Source: an optimization exercise on an open RTL-to-GDS flow (aim: small area, a short achievable clock period and few clock cycles). Production flows keep margins and buffers that such runs may drop. No run shown here included a check of the RTL's function; only the layout flow was run.

## flow/design.v (module list and top-level ports; edited modules follow where they fit)
// module iter_counter: 17 lines
// module jw_control: 28 lines
// module jw_step: 442 lines
// module jw_fa: 10 lines
// module jw_ha: 9 lines
// module pixel_result: 16 lines
// module julia_worker: 87 lines
// module jw_start: 17 lines
module julia_worker (
	input  logic               tb_clk,
	input  logic               rst,
	input  logic               start,
	input  logic [19:0]        pixel,   
	input  logic [43:0]        c,       
	input  logic               mc_busy,
	output logic               ready,
	output logic               done,
	output logic [63:0]        result   
);
  // ...
==> flow/run.sh <==
#!/bin/bash
# synth_recipe.tcl (not shown) runs the flow's synth.tcl, then flattens the netlist and writes it again
# the make line also repeats each setting of config.mk as NAME=value (left out here)
make -C /OpenROAD-flow-scripts/flow DESIGN_CONFIG=/design/flow/config.mk WORK_HOME=/design/flow/orfs CLKGATE_MAP_FILE= SYNTH_SCRIPT=/design/flow/synth_recipe.tcl finish
==> flow/config.mk <==
export PLATFORM = sky130hd
export DESIGN_NAME = julia_worker
export DESIGN_NICKNAME = julia_worker
export VERILOG_FILES = /design/flow/design.v
export SDC_FILE = /design/flow/constraint.sdc
export NUM_CORES = 4
export LEC_CHECK = 0
export CAP_MARGIN = 60
export CORE_MARGIN = 2
export CORE_UTILIZATION = 40
export SLEW_MARGIN = 60
export SYNTH_HIERARCHICAL = 1
export SYNTH_MINIMUM_KEEP_SIZE = 0
==> flow/constraint.sdc <==
create_clock -name core_clock -period 14.0 [get_ports {tb_clk}]
set_input_delay 2.8000 -clock core_clock [delete_from_list [all_inputs] [get_ports {tb_clk}]]
set_output_delay 2.8000 -clock core_clock [all_outputs]
set_load 0.01 [all_outputs]
==> impl_metrics.toml, run 1 <==
[critical_path]
critPathArrivalTime_ps = 7300
required_ps = 14380
worst-path-buf-inv = 1
endpoint = "u_counter.count[6]"
cp-end-kind = "register"
cp.depth = 20

[route]
wirelength_mm = 42.9
first_pass_iters = 7
postRouteAntennaNets = 0
num_vias = 12000

[synth]
syn_inst = 1617
yosysSeqAreaShare_pct = 18.1
synth-xor-area-share_pct = 9.28
synth_area_leaders = "fa_1 (33%), edfxtp_1 (13%), ha_1 (9.7%)"
synth-simple-area-share_pct = 10.4
synth_cell_types = 71
synth_seq_cells = 118
synth_compound_area_share_pct = 11.2

[timing]
whs_ps = 485
period_needed_ps = 6920

[layout]
final_cells = 2282
largest_register = "z_seen"
seq_share_pct = 16.1
drive_above_1_share_pct = 7.84
nClkBuffers = 17

[clocking]
post-cts-setup-buffer-count = 0
cts_sinks = 118
clkTransAtPathRegs_ps = 70
cts_root_buf = "clkbuf_16"

[status]
status = "complete, no violations"

[min_path]
min_from = "cim[0]"
hold_depth = 1

[global_routing]
met3_usage_pct = 3.06

[floorplanning]
ios = 134
==> module iter_counter, before the edit <==
module iter_counter (
	input  logic             tb_clk,
	input  logic             load,
	input  logic             step,
	input  logic             periodic,
	output julia_pkg::iter_t count
);
	always_ff @(posedge tb_clk) begin
		if (load) begin
			count <= '0;
		end else if (periodic) begin
			count <= 8'(MAX_ITER);
		end else if (step) begin
			count <= count + 8'd1;
		end
	end
endmodule
==> module jw_control, before the edit <==
module jw_control (
	input  logic tb_clk,
	input  logic rst,
	input  logic start,
	input  logic mc_busy,
	input  logic finish,
	output logic ready,
	output logic done,
	output logic busy,
	output logic load
);
	assign ready = ~busy & ~(done & mc_busy);
	assign load  = ready & start & ~rst;
	always_ff @(posedge tb_clk) begin
		if (rst) begin
			busy <= 1'b0;
			done <= 1'b0;
		end else if (load) begin
			busy <= 1'b1;
			done <= 1'b0;
		end else if (finish) begin
			busy <= 1'b0;
			done <= 1'b1;
		end else if (done & ~mc_busy) begin
			done <= 1'b0;
		end
	end
endmodule
==> module julia_worker, before the edit <==
module julia_worker (
	input  logic               tb_clk,
	input  logic               rst,
	input  logic               start,
	input  logic [19:0]        pixel,   
	input  logic [43:0]        c,       
	input  logic               mc_busy,
	output logic               ready,
	output logic               done,
	output logic [63:0]        result   
);
	logic        busy;
	logic        load;
	logic        escaped;
	logic        tree_escaped;
	logic        finish;
	logic        periodic;
	logic [7:0]  count;
	logic [19:0] pix_q;
	logic [13:0] xr, xi, xr0, xi0;
	logic        ovr, ovi;
	logic [15:0] nre, nim;
	logic [14:0] cre, cim, cre0, cim0;
	logic [27:0] z_seen;
	jw_control u_control (
		.tb_clk  (tb_clk),
		.rst     (rst),
		.start   (start),
		.mc_busy (mc_busy),
		.finish  (finish),
		.ready   (ready),
		.done    (done),
		.busy    (busy),
		.load    (load)
	);
	iter_counter u_counter (
		.tb_clk   (tb_clk),
		.load     (load),
		.step     (busy & ~escaped),
		.periodic (busy & periodic),
		.count    (count)
	);
	jw_start u_start (
		.pixel (pixel),
		.c     (c),
		.xr    (xr0),
		.xi    (xi0),
		.cre   (cre0),
		.cim   (cim0)
	);
	jw_step u_step (
		.xr      (xr),
		.xi      (xi),
		.cre     (cre),
		.cim     (cim),
		.escaped (tree_escaped),
		.nre     (nre),
		.nim     (nim)
	);
	assign escaped = tree_escaped | ovr | ovi;
	always_ff @(posedge tb_clk) begin
		if (count[3:0] == 4'd0) begin
			z_seen <= {xr, xi};
		end
	end
	assign periodic = (count != 8'd0) & ~ovr & ~ovi & ({xr, xi} == z_seen);
	assign finish = busy & (escaped | periodic | (count == 8'(MAX_ITER - 1)));
	always_ff @(posedge tb_clk) begin
		if (load) begin
			{xr, ovr} <= {xr0, 1'b0};
			{xi, ovi} <= {xi0, 1'b0};
		end else begin
			{xr, ovr} <= {nre[13:0], nre[15:13] != {3{nre[13]}}};
			{xi, ovi} <= {nim[13:0], nim[15:13] != {3{nim[13]}}};
		end
		if (load) begin
			cre   <= cre0;
			cim   <= cim0;
			pix_q <= pixel;
		end
	end
	pixel_result u_result (
		.pix    (pix_q),
		.count  (count),
		.result (result)
	);
endmodule
==> inputs of run 2 (changes only) <==
--- a/flow/design.v
+++ b/flow/design.v
@@ -29,48 +29,63 @@
 `timescale 1ns/1ps
 import julia_pkg::*;
 module iter_counter (
-	input  logic             tb_clk,
 	input  logic             load,
-	input  logic             step,
+	input  logic             busy,
 	input  logic             periodic,
-	output julia_pkg::iter_t count
+	input  julia_pkg::iter_t count,
+	output julia_pkg::iter_t count_esc,
+	output julia_pkg::iter_t count_step
 );
-	always_ff @(posedge tb_clk) begin
+	always_comb begin
 		if (load) begin
-			count <= '0;
-		end else if (periodic) begin
-			count <= 8'(MAX_ITER);
-		end else if (step) begin
-			count <= count + 8'd1;
+			count_esc  = '0;
+			count_step = '0;
+		end else begin
+			count_esc = count;
+			if (busy & periodic) begin
+				count_step = 8'(MAX_ITER);
+			end else if (busy) begin
+				count_step = count + 8'd1;
+			end else begin
+				count_step = count;
+			end
 		end
 	end
 endmodule
 `timescale 1ns/1ps
+import julia_pkg::*;
 module jw_control (
-	input  logic tb_clk,
-	input  logic rst,
-	input  logic start,
-	input  logic mc_busy,
-	input  logic finish,
-	output logic ready,
-	output logic done,
-	output logic busy,
-	output logic load
+	input  logic             rst,
+	input  logic             start,
+	input  logic             mc_busy,
+	input  logic             busy,
+	input  logic             done,
+	input  logic             periodic,
+	input  julia_pkg::iter_t count,
+	output logic             ready,
+	output logic             load,
+	output logic [1:0]       state_esc,    
+	output logic [1:0]       state_step    
 );
+	logic hold;
+	logic last;
 	assign ready = ~busy & ~(done & mc_busy);
 	assign load  = ready & start & ~rst;
-	always_ff @(posedge tb_clk) begin
+	assign hold  = done & mc_busy;
+	assign last  = periodic | (count == 8'(MAX_ITER - 1));
+	always_comb begin
 		if (rst) begin
-			busy <= 1'b0;
-			done <= 1'b0;
+			state_esc  = 2'b00;
+			state_step = 2'b00;
 		end else if (load) begin
-			busy <= 1'b1;
-			done <= 1'b0;
-		end else if (finish) begin
-			busy <= 1'b0;
-			done <= 1'b1;
-		end else if (done & ~mc_busy) begin
-			done <= 1'b0;
+			state_esc  = 2'b10;
+			state_step = 2'b10;
+		end else if (busy) begin
+			state_esc  = 2'b01;
+			state_step = last ? 2'b01 : 2'b10;
+		end else begin
+			state_esc  = {1'b0, hold};
+			state_step = {1'b0, hold};
 		end
 	end
 endmodule
@@ -571,7 +586,6 @@
 	logic        load;
 	logic        escaped;
 	logic        tree_escaped;
-	logic        finish;
 	logic        periodic;
 	logic [7:0]  count;
 	logic [19:0] pix_q;
@@ -580,24 +594,38 @@
 	logic [15:0] nre, nim;
 	logic [14:0] cre, cim, cre0, cim0;
 	logic [27:0] z_seen;
+	logic [1:0]  state_esc, state_step;
+	logic [7:0]  count_esc, count_step;
 	jw_control u_control (
-		.tb_clk  (tb_clk),
-		.rst     (rst),
-		.start   (start),
-		.mc_busy (mc_busy),
-		.finish  (finish),
-		.ready   (ready),
-		.done    (done),
-		.busy    (busy),
-		.load    (load)
+		.rst        (rst),
+		.start      (start),
+		.mc_busy    (mc_busy),
+		.busy       (busy),
+		.done       (done),
+		.periodic   (periodic),
+		.count      (count),
+		.ready      (ready),
+		.load       (load),
+		.state_esc  (state_esc),
+		.state_step (state_step)
 	);
 	iter_counter u_counter (
-		.tb_clk   (tb_clk),
-		.load     (load),
-		.step     (busy & ~escaped),
-		.periodic (busy & periodic),
-		.count    (count)
+		.load       (load),
+		.busy       (busy),
+		.periodic   (periodic),
+		.count      (count),
+		.count_esc  (count_esc),
+		.count_step (count_step)
 	);
+	always_ff @(posedge tb_clk) begin
+		if (escaped) begin
+			{busy, done} <= state_esc;
+			count        <= count_esc;
+		end else begin
+			{busy, done} <= state_step;
+			count        <= count_step;
+		end
+	end
 	jw_start u_start (
 		.pixel (pixel),
 		.c     (c),
@@ -622,7 +650,6 @@
 		end
 	end
 	assign periodic = (count != 8'd0) & ~ovr & ~ovi & ({xr, xi} == z_seen);
-	assign finish = busy & (escaped | periodic | (count == 8'(MAX_ITER - 1)));
 	always_ff @(posedge tb_clk) begin
 		if (load) begin
 			{xr, ovr} <= {xr0, 1'b0};
==> run 2 against run 1 <==
Compared with the run above:
- cell count increased by 0.96%
- clock-buffer cell count unchanged
- clock skew increased by 14 ps
- critical endpoint is now ready
==> impl_metrics.toml, run 2 <==
[route]
routed-wl-met3_mm = 2.37
drtIter0Drc = 701
wl_met1_mm = 19.3
num_vias = 12200
first_pass_iters = 6
postRouteAntennaNets = 0
drc = 0
avgRoutedWirePerCell_um = 18.8
top_layer = "met4"
wl_met2_mm = 20.9
wirelength_mm = 43.4
via_per_inst = 5.28

[timing]
hold_viol = 0
setup_viol = 0
finalWorstSetupSlack_ps = 7080
period_needed_ps = 6920
clock_skew_ps = 25.2
worstMarginPinSlew_ps = 519
max_freq_ghz = 0.144
rsz0062_at_grt = "false"
setup_tns_ps = 0
post-route-period-util_pct = 49.5
slew_headroom_pct = 64.5
whs_ps = 476
finalMaxSlewViolations = 0

[clocking]
cts_buffer_depth = 2
holdBufCountCts = 0
cts_tree = "done"
cts_resized = 0
clkTransAtPathRegs_ps = 60
numCtsBuffers = 17
clock_latency_ps = 470
cts_root_buf = "clkbuf_16"
post-cts-setup-buffer-count = 0
h-tree-depth = 4
cts_sinks = 118

[layout]
n_fill_cell = 4046
diodes = 0
postLayoutCoreUtil_pct = 45.9
final_cells = 2304
largest_register = "z_seen"
largest_reg_flops = 28
drive_above_1_share_pct = 8.32
design_area_um2 = 19800
final_common_cell = "fa_1"
final_cell_mix = "fa_1 (287), xnor2_1 (160), ha_1 (132)"
area_growth_pct = 13.2
layout.nets = 2196
largest_registers = "z_seen (28), pix_q (20)"

[critical_path]
cp_cell_sequence = "clkdlybuf4s50_1 -> a21oi_1 -> clkdlybuf4s50_1"
cp_slowest_cell = "clkdlybuf4s50_1"
start_kind = "input port"
timing_worst_setup_path_type = "in2out"
r2r_start = "xr[11]"
required_ps = 11200
worst-path-buf-inv = 2
cp-end-kind = "output pin"
critPathArrivalTime_ps = 4120
critPathMaxStageDelay_ps = 610
cpLargestDelayFamily = "buffers and inverters"
cpMostUsedCell = "clkdlybuf4s50_1"
worstSetupStartpoint = "mc_busy"
critPathMaxFanout = 4

[floorplanning]
start_util_pct = 40.6
rows = 76
core-area_um2 = 43200
dieWidth_um = 213
die_y_um = 213
die_area_um2 = 45500
ios = 134

[global_routing]
grt_max_degree = 53
grt_pass1_vias = 13200
grt_overflow = 0
grt_pass1_wl_mm = 70.8
antenna_found_initial = 0
track_usage_pct = 20.2

[synth]
netlist.area_leader.share_pct = 32.8
synthesis.area_um2 = 17500
syn_inst = 1636
ys_warn_count = 11
synth_cell_types = 72
syn_avg_cell_area_um2 = 10.7
ys.flop_type = "edfxtp_1"
synth_area_leaders = "fa_1 (33%), edfxtp_1 (13%), ha_1 (9.6%)"
synth_seq_cells = 118
synthTopCellsByCount = "fa_1 (287), xnor2_1 (160), ha_1 (135)"
async_reset_ff_share_pct = 0
yosys.area.top_type = "fa_1"
yosysMostFrequentCell = "fa_1"
yosysSeqAreaShare_pct = 17.9
synth_edf_count = 78

[place]
dp.final_hpwl_mm = 32.8
placement.io_buffers = 113
dpl_cell_area_um2 = 19200
globalplace.congestion = 0.843
dp_cells = 2271
dp_slack_ps = 7090

[status]
status = "complete, no violations"

[min_path]
min-delay-path-class = "reg2reg"
min_from = "cim[0]"

[flow_run]
drv_cap = 0
-- run 2: Yosys stat by module (local to each module, per instance), a selection --
module	flops+latches	cells inside	area, um^2
iter_counter	0	46	278
jw_start	0	94	709
jw_ha	0	1	12.5
jw_step	0	815	5300
pixel_result	0	140	1020
julia_worker	118	207	3960
-- run 2: per-layer routing --
| layer | global-route usage, % | vias to the layer above |
|---|---|---|
| met1 | 26.6 | 6196 |
| met3 | 4.12 | 51 |
| met4 | 5.75 | 0 |
| li1 | - | 5593 |
| met5 | 0 | - |
| met2 | 33.8 | 335 |
-- run 2: cell type report --
class                      instances  area [um^2]  area share [%]
multi-input combinational       1339        13500            68.2
sequential                       118         3150            15.9
clock buffer                      17          425            2.15
timing repair buffer             151         1490            7.49
clock inverter                    15          216            1.09
tap                              585          732            3.69
inverter                          79          297            1.50
-- run 2: path summary, 6_finish.rpt --
path | cells past startpoint | to | slack (ps)
max | 3 | ready | 7080
min | 1 | xi[0] | 480
max reg2reg | 19 | count[2] | 7440
min reg2reg | 1 | xi[0] | 480
-- run 2: cells by family after synthesis --
family                     after synthesis  share of synthesized area [%]
adders and majority gates              422                           42.5
buffers and inverters                  226                           6.18
other                                    4                         0.0857
xor gates and xnor gates               183                           9.15
DFF                                    118                           17.9
and+or+nand+nor                        356                           10.5
muxes                                   38                           2.44
AOI/OAI and AO/OA                      289                           11.3
==> module pixel_result, before the edit <==
module pixel_result (
	input  julia_pkg::pixel_t   pix,
	input  julia_pkg::iter_t    count,
	output julia_pkg::result_t  result
);
	logic [19:0] pix_index;
	assign pix_index = {pix.y, 9'd0} + {2'd0, pix.y, 7'd0} + 20'(pix.x);
	always_comb begin
		result.addr = {10'd0, pix_index, 2'd0};
		if (count == 8'(MAX_ITER)) begin
			result.color = COLOR_BLACK;
		end else begin
			result.color = {8'hFF, count, count[4:0], count[7:5], ~count};
		end
	end
endmodule
==> inputs of run 3 (changes only) <==
--- a/flow/design.v
+++ b/flow/design.v
@@ -29,65 +29,37 @@
 `timescale 1ns/1ps
 import julia_pkg::*;
 module iter_counter (
+	input  logic             tb_clk,
 	input  logic             load,
-	input  logic             busy,
+	input  logic             run,
 	input  logic             periodic,
-	input  julia_pkg::iter_t count,
-	output julia_pkg::iter_t count_esc,
-	output julia_pkg::iter_t count_step
+	output julia_pkg::iter_t count
 );
-	always_comb begin
+	always_ff @(posedge tb_clk) begin
 		if (load) begin
-			count_esc  = '0;
-			count_step = '0;
-		end else begin
-			count_esc = count;
-			if (busy & periodic) begin
-				count_step = 8'(MAX_ITER);
-			end else if (busy) begin
-				count_step = count + 8'd1;
-			end else begin
-				count_step = count;
-			end
+			count <= '0;
+		end else if (run) begin
+			count <= periodic ? 8'(MAX_ITER) : count + 8'd1;
 		end
 	end
 endmodule
 `timescale 1ns/1ps
 import julia_pkg::*;
 module jw_control (
-	input  logic             rst,
-	input  logic             start,
-	input  logic             mc_busy,
-	input  logic             busy,
-	input  logic             done,
-	input  logic             periodic,
-	input  julia_pkg::iter_t count,
-	output logic             ready,
-	output logic             load,
-	output logic [1:0]       state_esc,    
-	output logic [1:0]       state_step    
+	input  logic rst,
+	input  logic start,
+	input  logic mc_busy,
+	input  logic busy,
+	input  logic waiting,
+	input  logic done,
+	input  logic sure_esc,
+	output logic ready,
+	output logic load,
+	output logic res_free
 );
-	logic hold;
-	logic last;
-	assign ready = ~busy & ~(done & mc_busy);
-	assign load  = ready & start & ~rst;
-	assign hold  = done & mc_busy;
-	assign last  = periodic | (count == 8'(MAX_ITER - 1));
-	always_comb begin
-		if (rst) begin
-			state_esc  = 2'b00;
-			state_step = 2'b00;
-		end else if (load) begin
-			state_esc  = 2'b10;
-			state_step = 2'b10;
-		end else if (busy) begin
-			state_esc  = 2'b01;
-			state_step = last ? 2'b01 : 2'b10;
-		end else begin
-			state_esc  = {1'b0, hold};
-			state_step = {1'b0, hold};
-		end
-	end
+	assign ready    = ~busy | (sure_esc & ~waiting & ~done);
+	assign load     = ready & start & ~rst;
+	assign res_free = ~done | ~mc_busy;
 endmodule
 `timescale 1ns/1ps
 module jw_step (
@@ -556,13 +528,14 @@
 module pixel_result (
 	input  julia_pkg::pixel_t   pix,
 	input  julia_pkg::iter_t    count,
+	input  logic                black,   
 	output julia_pkg::result_t  result
 );
 	logic [19:0] pix_index;
 	assign pix_index = {pix.y, 9'd0} + {2'd0, pix.y, 7'd0} + 20'(pix.x);
 	always_comb begin
 		result.addr = {10'd0, pix_index, 2'd0};
-		if (count == 8'(MAX_ITER)) begin
+		if (black) begin
 			result.color = COLOR_BLACK;
 		end else begin
 			result.color = {8'hFF, count, count[4:0], count[7:5], ~count};
@@ -594,36 +567,69 @@
 	logic [15:0] nre, nim;
 	logic [14:0] cre, cim, cre0, cim0;
 	logic [27:0] z_seen;
-	logic [1:0]  state_esc, state_step;
-	logic [7:0]  count_esc, count_step;
+	logic        waiting;     
+	logic        wait_esc;    
+	logic        res_free;
+	logic        sure_esc;
+	logic        at_last;
+	logic        finish;
+	logic        transfer;
+	logic [19:0] res_pix;
+	logic [7:0]  res_count;
+	logic        res_black;
 	jw_control u_control (
-		.rst        (rst),
-		.start      (start),
-		.mc_busy    (mc_busy),
-		.busy       (busy),
-		.done       (done),
-		.periodic   (periodic),
-		.count      (count),
-		.ready      (ready),
-		.load       (load),
-		.state_esc  (state_esc),
-		.state_step (state_step)
+		.rst      (rst),
+		.start    (start),
+		.mc_busy  (mc_busy),
+		.busy     (busy),
+		.waiting  (waiting),
+		.done     (done),
+		.sure_esc (sure_esc),
+		.ready    (ready),
+		.load     (load),
+		.res_free (res_free)
 	);
 	iter_counter u_counter (
-		.load       (load),
-		.busy       (busy),
-		.periodic   (periodic),
-		.count      (count),
-		.count_esc  (count_esc),
-		.count_step (count_step)
+		.tb_clk   (tb_clk),
+		.load     (load),
+		.run      (busy & ~waiting),
+		.periodic (periodic),
+		.count    (count)
+	);
+	jw_sure_escape u_sure (
+		.xr       (xr),
+		.xi       (xi),
+		.ovr      (ovr),
+		.ovi      (ovi),
+		.sure_esc (sure_esc)
 	);
+	assign at_last  = periodic | (count == 8'(MAX_ITER - 1));
+	assign finish   = escaped | at_last;
+	assign transfer = busy & res_free & (waiting | finish);
 	always_ff @(posedge tb_clk) begin
-		if (escaped) begin
-			{busy, done} <= state_esc;
-			count        <= count_esc;
+		if (rst) begin
+			busy    <= 1'b0;
+			waiting <= 1'b0;
+			done    <= 1'b0;
 		end else begin
-			{busy, done} <= state_step;
-			count        <= count_step;
+			busy    <= load | (busy & ~transfer);
+			waiting <= busy & ~load & ~res_free & (waiting | finish);
+			done    <= transfer | (done & mc_busy);
+		end
+		if (~waiting) begin
+			wait_esc <= escaped;
+		end
+	end
+	always_ff @(posedge tb_clk) begin
+		if (res_free) begin
+			res_pix <= pix_q;
+			if (waiting) begin
+				res_count <= wait_esc ? count - 8'd1 : count;
+				res_black <= ~wait_esc;
+			end else begin
+				res_count <= count;
+				res_black <= ~escaped & at_last;
+			end
 		end
 	end
 	jw_start u_start (
@@ -665,8 +671,9 @@
 		end
 	end
 	pixel_result u_result (
-		.pix    (pix_q),
-		.count  (count),
+		.pix    (res_pix),
+		.count  (res_count),
+		.black  (res_black),
 		.result (result)
 	);
 endmodule
@@ -687,3 +694,36 @@
 	assign cre = clamp15(c[43:22]);
 	assign cim = clamp15(c[21:0]);
 endmodule
+module jw_sure_escape (
+	input  logic [13:0] xr,
+	input  logic [13:0] xi,
+	input  logic        ovr,
+	input  logic        ovi,
+	output logic        sure_esc
+);
+	logic [12:0] mr, mi;
+	logic [4:0]  ar, ai;
+	logic [4:0]  ai_min;
+	assign mr = xr[12:0] ^ {13{xr[13]}};
+	assign mi = xi[12:0] ^ {13{xi[13]}};
+	assign ar = mr[12:8];
+	assign ai = mi[12:8];
+	always_comb begin
+		case (ar)
+			5'd0:         ai_min = 5'd17;
+			5'd1, 5'd2, 5'd3, 5'd4, 5'd5:
+			              ai_min = 5'd16;
+			5'd6, 5'd7:   ai_min = 5'd15;
+			5'd8, 5'd9:   ai_min = 5'd14;
+			5'd10:        ai_min = 5'd13;
+			5'd11:        ai_min = 5'd12;
+			5'd12:        ai_min = 5'd11;
+			5'd13:        ai_min = 5'd10;
+			5'd14:        ai_min = 5'd8;
+			5'd15:        ai_min = 5'd6;
+			5'd16:        ai_min = 5'd1;
+			default:      ai_min = 5'd0;
+		endcase
+	end
+	assign sure_esc = ovr | ovi | (ai >= ai_min);
+endmodule
==> run 3 against run 2 <==
Compared with the run above:
- final area up 7.1%
- utilization down 0.49 points
- critical endpoint is now busy
- flip-flop and latch count up 31
- highest routed layer unchanged
- still clean on timing, DRC and antenna
- largest cell class unchanged
- critical path type is now reg2reg
==> impl_metrics.toml, run 3 <==
[critical_path]
cp_slowest_cell = "or3_1"
critPathMaxFanout = 44
start_kind = "register"
required_ps = 14400
cpMostUsedCell = "fa_1"
critPathMaxStageDelay_ps = 490
cp_cell_sequence = "buf_4 -> and2_1 -> fa_1 -> fa_1 -> fa_1 -> fa_1 -> fa_1 -> fa_1 -> fa_1 -> ha_1 -> a21o_1 -> a21o_1 -> a211oi_1 -> o31ai_1 -> o221ai_1 -> xnor2_1 -> or3_1 -> nand2b_1 -> or2_0 -> a21oi_1 -> o221a_1"
critPathArrivalTime_ps = 7160
timing_worst_setup_path_type = "reg2reg"
cp-end-kind = "register"

[synth]
synth-simple-area-share_pct = 10.8
netlist.area_leader.share_pct = 30.2
muxShareOfSynthArea_pct = 1.97
synth_seq_cells = 149
synth-xor-area-share_pct = 8.89
synth_edf_count = 108
synthesis.area_um2 = 19000
synth_area_leaders = "fa_1 (30%), edfxtp_1 (17%), ha_1 (9.4%)"
synth_compound_area_share_pct = 11.4
synthAdderAreaFrac_pct = 39.7
syn_avg_cell_area_um2 = 10.9
yosysMostFrequentCell = "fa_1"
ys_warn_count = 11
syn_inst = 1738
synth_cell_types = 87
synth_top_family_by_area = "adder cells"
synthTopCellsByCount = "fa_1 (287), xnor2_1 (167), ha_1 (143)"
yosysSeqAreaShare_pct = 21.4
ys.flop_type = "edfxtp_1"
async_reset_ff_share_pct = 0
yosys.area.top_type = "fa_1"

[clocking]
cts_tree = "done"
numCtsBuffers = 17
cts_resized = 0
post-cts-setup-buffer-count = 0
cts_root_buf = "clkbuf_16"
h-tree-depth = 4
cts_buffer_depth = 2
clkTransAtPathRegs_ps = 60
holdBufCountCts = 0
cts_sinks = 149
clock_latency_ps = 460

[timing]
setup_viol = 0
clock_skew_ps = 9.45
slew_headroom_pct = 61.0
hold_viol = 0
max_freq_ghz = 0.148
post-route-period-util_pct = 48.3
worstMarginPinSlew_ps = 581
finalMaxSlewViolations = 0
rsz0062_at_grt = "false"
setup_tns_ps = 0
period_needed_ps = 6760
whs_ps = 418

[place]
placement.io_buffers = 113
dpl_cell_area_um2 = 20600
globalplace.congestion = 0.856
dp.final_hpwl_mm = 34.5

[route]
wirelength_mm = 45.9
drtIter0Drc = 835
avgRoutedWirePerCell_um = 19.0
drc = 0
via_per_inst = 5.32
num_vias = 12900
postRouteAntennaNets = 0
first_pass_iters = 5

[floorplanning]
core-area_um2 = 46800
ios = 134
start_util_pct = 40.6
rows = 79
die_area_um2 = 49300
die_y_um = 222
dieWidth_um = 222

[layout]
n_fill_cell = 4344
layout.nets = 2294
largest_reg_flops = 28
design_area_um2 = 21200
largest_registers = "z_seen (28), pix_q (20), res_pix (20)"
largest_register = "z_seen"
area_growth_pct = 11.8
drive_above_1_share_pct = 7.46
final_common_cell = "fa_1"
final_cell_mix = "fa_1 (287), xnor2_1 (167), ha_1 (139)"

[min_path]
min-delay-path-class = "reg2reg"

[global_routing]
track_usage_pct = 19.4
grt_util_met2_pct = 33.2
grt_max_degree = 50
gr-usage-met1_pct = 25.9
antenna_found_initial = 0
grt_overflow = 0
met3_usage_pct = 2.70
top_usage_layer = "met2"
grt_pass1_vias = 13700
grt_pass1_wl_mm = 74.7

[status]
status = "complete, no violations"

[flow_run]
drv_cap = 0
[run 3: changes by cell type in the layout (fill, tap and decap cells not counted), moves of 5 or more]
cell	before	now
nand2b_1	6	11
mux2_1	0	9
buf_4	32	27
ha_1	132	139
inv_1	79	72
mux2_2	38	20
and2_1	80	85
a21oi_1	63	69
edfxtp_1	78	108
xnor2_1	160	167
and3_1	10	5
[run 3: path summary, 6_finish.rpt]
kind | start | end | slack (ps) | cells after the start
hold reg to reg | pix_q[17] | res_pix[17] | 420 | 0
hold / removal | pix_q[17] | res_pix[17] | 420 | 0
setup / recovery | xr[1] | busy | 7240 | 21
setup reg to reg | xr[1] | busy | 7240 | 21
[run 3: stage by stage]
step                      util, %  cells  setup slack (ps)
after floorplan                 -   1785              7540
after global routing         45.4   2416              6910
final                        45.4   2417              7240
after CTS                    45.3   2415              7150
after global placement       43.8   2381              7100
after detailed placement     44.0   2383              7220
[run 3: final cells by class]
class                      instances  area (um^2)  area share, %
antenna                            1         2.50         0.0118
timing repair buffer             146         1440           6.77
multi-input combinational       1410        14100           66.4
clock inverter                    12          145          0.683
clock buffer                      20          447           2.10
sequential                       149         4080           19.2
inverter                          72          270           1.27
tap                              607          759           3.58
[run 3: per-module statistics from Yosys, one instance, submodules excluded, excerpt]
module	copies in the design	flip-flops and latches	area, um^2
iter_counter	1	8	375
jw_step	1	0	5320
jw_ha	40	0	12.5
jw_control	1	0	31.3
pixel_result	1	0	1000
jw_fa	283	0	20.0
jw_start	1	0	709
[run 3: critical path: cells and delay by family (launching register included)]
| kind | cells | cell delay (ps) |
|---|---|---|
| fa+ha+maj | 8 | 3280 |
| flops | 1 | 310 |
| compound gates | 7 | 1460 |
| buf+inv | 1 | 430 |
| xor+xnor | 1 | 110 |
| simple gates | 4 | 1120 |
[run 3: logic make-up after synthesis]
| logic type | Yosys count |
|---|---|
| buffers and inverters | 226 |
| flip-flops | 149 |
| AO/OA/AOI/OAI | 316 |
| adder cells (fa/ha/maj) | 430 |
| AND/OR/NAND/NOR | 389 |
| other | 4 |
| XOR/XNOR | 192 |
| multiplexers | 32 |
[run 3: layer usage]
| metal | vias up | routed length (um) |
|---|---|---|
| met3 | 39 | 1730 |
| met1 | 6550 | 20300 |
| met5 | - | 0 |
| met4 | 0 | 696 |
| li1 | 5979 | - |
| met2 | 296 | 23100 |
==> inputs of run 4 (changes only) <==
--- a/flow/design.v
+++ b/flow/design.v
@@ -31,15 +31,14 @@
 module iter_counter (
 	input  logic             tb_clk,
 	input  logic             load,
-	input  logic             run,
-	input  logic             periodic,
+	input  logic             step,
 	output julia_pkg::iter_t count
 );
 	always_ff @(posedge tb_clk) begin
 		if (load) begin
 			count <= '0;
-		end else if (run) begin
-			count <= periodic ? 8'(MAX_ITER) : count + 8'd1;
+		end else if (step) begin
+			count <= count + 8'd1;
 		end
 	end
 endmodule
@@ -52,12 +51,12 @@
 	input  logic busy,
 	input  logic waiting,
 	input  logic done,
-	input  logic sure_esc,
+	input  logic stop,
 	output logic ready,
 	output logic load,
 	output logic res_free
 );
-	assign ready    = ~busy | (sure_esc & ~waiting & ~done);
+	assign ready    = ~busy | (stop & ~waiting & ~done);
 	assign load     = ready & start & ~rst;
 	assign res_free = ~done | ~mc_busy;
 endmodule
@@ -557,7 +556,6 @@
 );
 	logic        busy;
 	logic        load;
-	logic        escaped;
 	logic        tree_escaped;
 	logic        periodic;
 	logic [7:0]  count;
@@ -568,15 +566,26 @@
 	logic [14:0] cre, cim, cre0, cim0;
 	logic [27:0] z_seen;
 	logic        waiting;     
-	logic        wait_esc;    
+	logic        w_dec;       
+	logic        w_black;     
+	logic        esc_q;       
 	logic        res_free;
 	logic        sure_esc;
-	logic        at_last;
-	logic        finish;
+	logic        stop;
+	logic        step;
 	logic        transfer;
 	logic [19:0] res_pix;
 	logic [7:0]  res_count;
 	logic        res_black;
+	jw_sure_escape u_sure (
+		.xr       (xr),
+		.xi       (xi),
+		.ovr      (ovr),
+		.ovi      (ovi),
+		.sure_esc (sure_esc)
+	);
+	assign stop = esc_q | sure_esc | periodic | (count == 8'(MAX_ITER));
+	assign step = busy & ~waiting & ~stop;
 	jw_control u_control (
 		.rst      (rst),
 		.start    (start),
@@ -584,7 +593,7 @@
 		.busy     (busy),
 		.waiting  (waiting),
 		.done     (done),
-		.sure_esc (sure_esc),
+		.stop     (stop),
 		.ready    (ready),
 		.load     (load),
 		.res_free (res_free)
@@ -592,43 +601,36 @@
 	iter_counter u_counter (
 		.tb_clk   (tb_clk),
 		.load     (load),
-		.run      (busy & ~waiting),
-		.periodic (periodic),
+		.step     (step),
 		.count    (count)
 	);
-	jw_sure_escape u_sure (
-		.xr       (xr),
-		.xi       (xi),
-		.ovr      (ovr),
-		.ovi      (ovi),
-		.sure_esc (sure_esc)
-	);
-	assign at_last  = periodic | (count == 8'(MAX_ITER - 1));
-	assign finish   = escaped | at_last;
-	assign transfer = busy & res_free & (waiting | finish);
+	assign transfer = busy & res_free & (waiting | stop);
 	always_ff @(posedge tb_clk) begin
 		if (rst) begin
 			busy    <= 1'b0;
 			waiting <= 1'b0;
 			done    <= 1'b0;
+			esc_q   <= 1'b0;
 		end else begin
 			busy    <= load | (busy & ~transfer);
-			waiting <= busy & ~load & ~res_free & (waiting | finish);
+			waiting <= busy & ~load & ~res_free & (waiting | stop);
 			done    <= transfer | (done & mc_busy);
+			esc_q   <= step & tree_escaped;
 		end
 		if (~waiting) begin
-			wait_esc <= escaped;
+			w_dec   <= esc_q;
+			w_black <= ~esc_q & (periodic | (count == 8'(MAX_ITER)));
 		end
 	end
 	always_ff @(posedge tb_clk) begin
 		if (res_free) begin
 			res_pix <= pix_q;
 			if (waiting) begin
-				res_count <= wait_esc ? count - 8'd1 : count;
-				res_black <= ~wait_esc;
+				res_count <= w_dec ? count - 8'd1 : count;
+				res_black <= w_black;
 			end else begin
-				res_count <= count;
-				res_black <= ~escaped & at_last;
+				res_count <= esc_q ? count - 8'd1 : count;
+				res_black <= ~esc_q & (periodic | (count == 8'(MAX_ITER)));
 			end
 		end
 	end
@@ -649,7 +651,6 @@
 		.nre     (nre),
 		.nim     (nim)
 	);
-	assign escaped = tree_escaped | ovr | ovi;
 	always_ff @(posedge tb_clk) begin
 		if (count[3:0] == 4'd0) begin
 			z_seen <= {xr, xi};
==> run 4 against run 3 <==
Compared with the run above:
- non-clock buffer count unchanged
- synthesized area down 0.16%
- worst hold slack better by 1.4 ps
- sequential share of layout area up 0.22 points
- setup slack better by 21 ps
- register-to-register slack better by 360 ps
- flip-flop and latch count up 2
- critical path depth down 8
- via count up 0.19%
- global-route usage up 0.24 points
- critical path type is now reg2out
- critical endpoint is now ready
- highest routed layer unchanged
==> impl_metrics.toml, run 4 <==
[critical_path]
cp-end-kind = "output pin"
cp_cell_sequence = "buf_6 -> or2b_1 -> o2bb2ai_1 -> mux4_2 -> ha_1 -> nand2b_1 -> a211oi_1 -> o21ai_1 -> nor2_1 -> nand2_1 -> or3b_1 -> nand2_1 -> clkdlybuf4s50_1"
cpMostUsedCell = "nand2_1"
critPathMaxFanout = 49
critPathMaxStageDelay_ps = 530
start_kind = "register"
timing_worst_setup_path_type = "reg2out"
critPathArrivalTime_ps = 3940
required_ps = 11200
cp_slowest_cell = "clkdlybuf4s50_1"

[synth]
synth-simple-area-share_pct = 10.4
synth_edf_count = 108
synth_area_leaders = "fa_1 (30%), edfxtp_1 (17%), ha_1 (9.4%)"
synth_top_family_by_area = "adder cells"
synth_compound_area_share_pct = 11.0
ys_warn_count = 11
synth_seq_cells = 151
ys.flop_type = "edfxtp_1"
netlist.area_leader.share_pct = 30.3
yosysMostFrequentCell = "fa_1"
muxShareOfSynthArea_pct = 2.08
async_reset_ff_share_pct = 0
syn_inst = 1730
synth_cell_types = 80
syn_avg_cell_area_um2 = 11.0
synth-xor-area-share_pct = 9.14
yosysSeqAreaShare_pct = 21.6
yosys.area.top_type = "fa_1"
synthAdderAreaFrac_pct = 39.7
synthesis.area_um2 = 19000
synthTopCellsByCount = "fa_1 (287), xnor2_1 (162), ha_1 (143)"

[timing]
setup_viol = 0
slew_headroom_pct = 62.9
clock_skew_ps = 17.8
rsz0062_at_grt = "false"
worstMarginPinSlew_ps = 557
finalMaxSlewViolations = 0
post-route-period-util_pct = 48.1
max_freq_ghz = 0.148
hold_viol = 0
period_needed_ps = 6740
setup_tns_ps = 0

[clocking]
cts_sinks = 151
cts_root_buf = "clkbuf_16"
post-cts-setup-buffer-count = 0
clkTransAtPathRegs_ps = 60
cts_resized = 0
h-tree-depth = 4
cts_tree = "done"
clock_latency_ps = 470
cts_buffer_depth = 2
numCtsBuffers = 17
holdBufCountCts = 0

[layout]
final_cell_mix = "fa_1 (287), xnor2_1 (161), ha_1 (138)"
area_growth_pct = 11.8
final_common_cell = "fa_1"
largest_register = "z_seen"
layout.nets = 2286
drive_above_1_share_pct = 7.66
largest_reg_flops = 28
diodes = 0
n_fill_cell = 4331
postLayoutCoreUtil_pct = 45.4
largest_registers = "z_seen (28), pix_q (20), res_pix (20)"

[min_path]
min-delay-path-class = "reg2reg"

[route]
num_vias = 12900
drc = 0
postRouteAntennaNets = 0
first_pass_iters = 17
drtIter0Drc = 854
wirelength_mm = 46.2
avgRoutedWirePerCell_um = 19.2
via_per_inst = 5.35

[place]
globalplace.congestion = 0.843
placement.io_buffers = 113
dp.final_hpwl_mm = 34.8

[floorplanning]
core-area_um2 = 46700
start_util_pct = 40.7
dieWidth_um = 222
ios = 134
die_y_um = 222
rows = 79
die_area_um2 = 49200

[global_routing]
track_usage_pct = 19.6
grt_max_degree = 51
grt_pass1_wl_mm = 75.5
grt_overflow = 0
antenna_found_initial = 0
grt_pass1_vias = 13700

[status]
status = "complete, no violations"

[flow_run]
drv_cap = 0
run 4: changes by cell type in the layout (fill, tap and decap cells not counted), sizes merged, moves of 3 or more:
| cell | delta |
|---|---|
| clkinv | +4 |
| or2 | -3 |
| xor2 | +12 |
| xnor2 | -6 |
run 4: worst paths after layout:
check             slack [ps]          end      start  depth (start not counted)
setup / recovery        7260        ready     xr[11]                         13
hold / removal           420  res_pix[14]  pix_q[14]                          0
setup reg to reg        7600       xi[13]      xr[5]                         23
hold reg to reg          420  res_pix[14]  pix_q[14]                          0
run 4: metrics by stage:
step	instances	setup slack (ps)	hold WS, ps	instance area [um^2]
final	2408	7260	419	21200
after global routing	2408	7000	429	21200
after detailed placement	2376	7700	405	20500
after floorplan	1777	7840	400	19100
after global placement	2375	7220	403	20400
after CTS	2408	7220	421	21200
run 4: cell type report:
| class | instances | area [um^2] | area share [%] |
|---|---|---|---|
| well taps | 607 | 759 | 3.58 |
| inverters | 72 | 270 | 1.28 |
| clock buffers | 18 | 429 | 2.02 |
| clock inverters | 14 | 189 | 0.891 |
| multi-input cells | 1400 | 14000 | 66.2 |
| repair buffers | 146 | 1410 | 6.65 |
| flip-flops and latches | 151 | 4120 | 19.4 |
run 4: worst max-delay path, delay by kind of cell (launching register included):
| family | cells | cell delay [ps] |
|---|---|---|
| adders and majority gates | 1 | 280 |
| and+or+nand+nor | 6 | 990 |
| muxes | 1 | 470 |
| DFF | 1 | 320 |
| buffers and inverters | 2 | 890 |
| AOI/OAI and AO/OA | 3 | 520 |
run 4: logic make-up (layout without fill, tap and decap cells):
logic type               Yosys count  count (layout)
adder cells (fa/ha/maj)          430             430
AND/OR/NAND/NOR                  380             380
AO/OA/AOI/OAI                    307             307
buffers and inverters            226             250
XOR/XNOR                         198             198
flip-flops                       151             151
multiplexers                      34              34
other                              4              51
run 4: modules after synthesis (local to each module, per instance):
module	cells	flip-flops and latches	cell area, um^2
jw_control	5	0	31.3
jw_step	813	0	5320
jw_start	94	0	709
pixel_result	135	0	1000
julia_worker	264	143	4910
jw_fa	1	0	20.0
iter_counter	37	8	339
jw_sure_escape	59	0	487
jw_ha	1	0	12.5
run 4: metal layers:
metal / wire, um / GRT usage (%)
met4: 1010 / 5.97
met2: 23600 / 34.1
met3: 1660 / 2.53
met1: 20000 / 25.5
met5: 0 / 0

==> static timing again, ports no longer ideal <==
How much do the figures lean on ideal ports? The routed layouts below were timed once more, with nothing changed but the port constraints.
Step 1 (the two cells are an assumption about what drives the block):
set clk [get_ports {tb_clk}]
set_driving_cell -lib_cell sky130_fd_sc_hd__clkbuf_16 $clk
set_driving_cell -lib_cell sky130_fd_sc_hd__buf_2 [delete_from_list [all_inputs] $clk]
Step 2 also shifts input and output timing later by t, the mid clock arrival at the registers, as if the neighbouring blocks saw the same clock.
a / b / c = no drivers / after step 1 / after step 2; a / b = the first two.
| run | shift t [ns] | slack for setup (ns) | hold slack, ns | worst setup path at the end | latest minus earliest clock arrival (ns) |
|---|---|---|---|---|---|
| run 1 | 0.502 | 7.080 / 7.080 / 7.080 | 0.485 / 0.485 / 0.485 | register to register | 0.012 / 0.012 |
| run 2 | 0.501 | 7.077 / 7.043 / 7.043 | 0.476 / 0.476 / 0.476 | input to output | 0.026 / 0.026 |
| run 3 | 0.510 | 7.240 / 7.240 / 7.240 | 0.418 / 0.418 / 0.418 | register to register | 0.011 / 0.010 |
| run 4 | 0.515 | 7.261 / 7.205 / 7.599 | 0.419 / 0.419 / 0.419 | register to register | 0.018 / 0.018 |
After both steps every run listed still meets setup and hold. For run 2, which loses most, drivers alone change the setup slack by -0.034 ns; drivers and shift together by -0.034 ns.
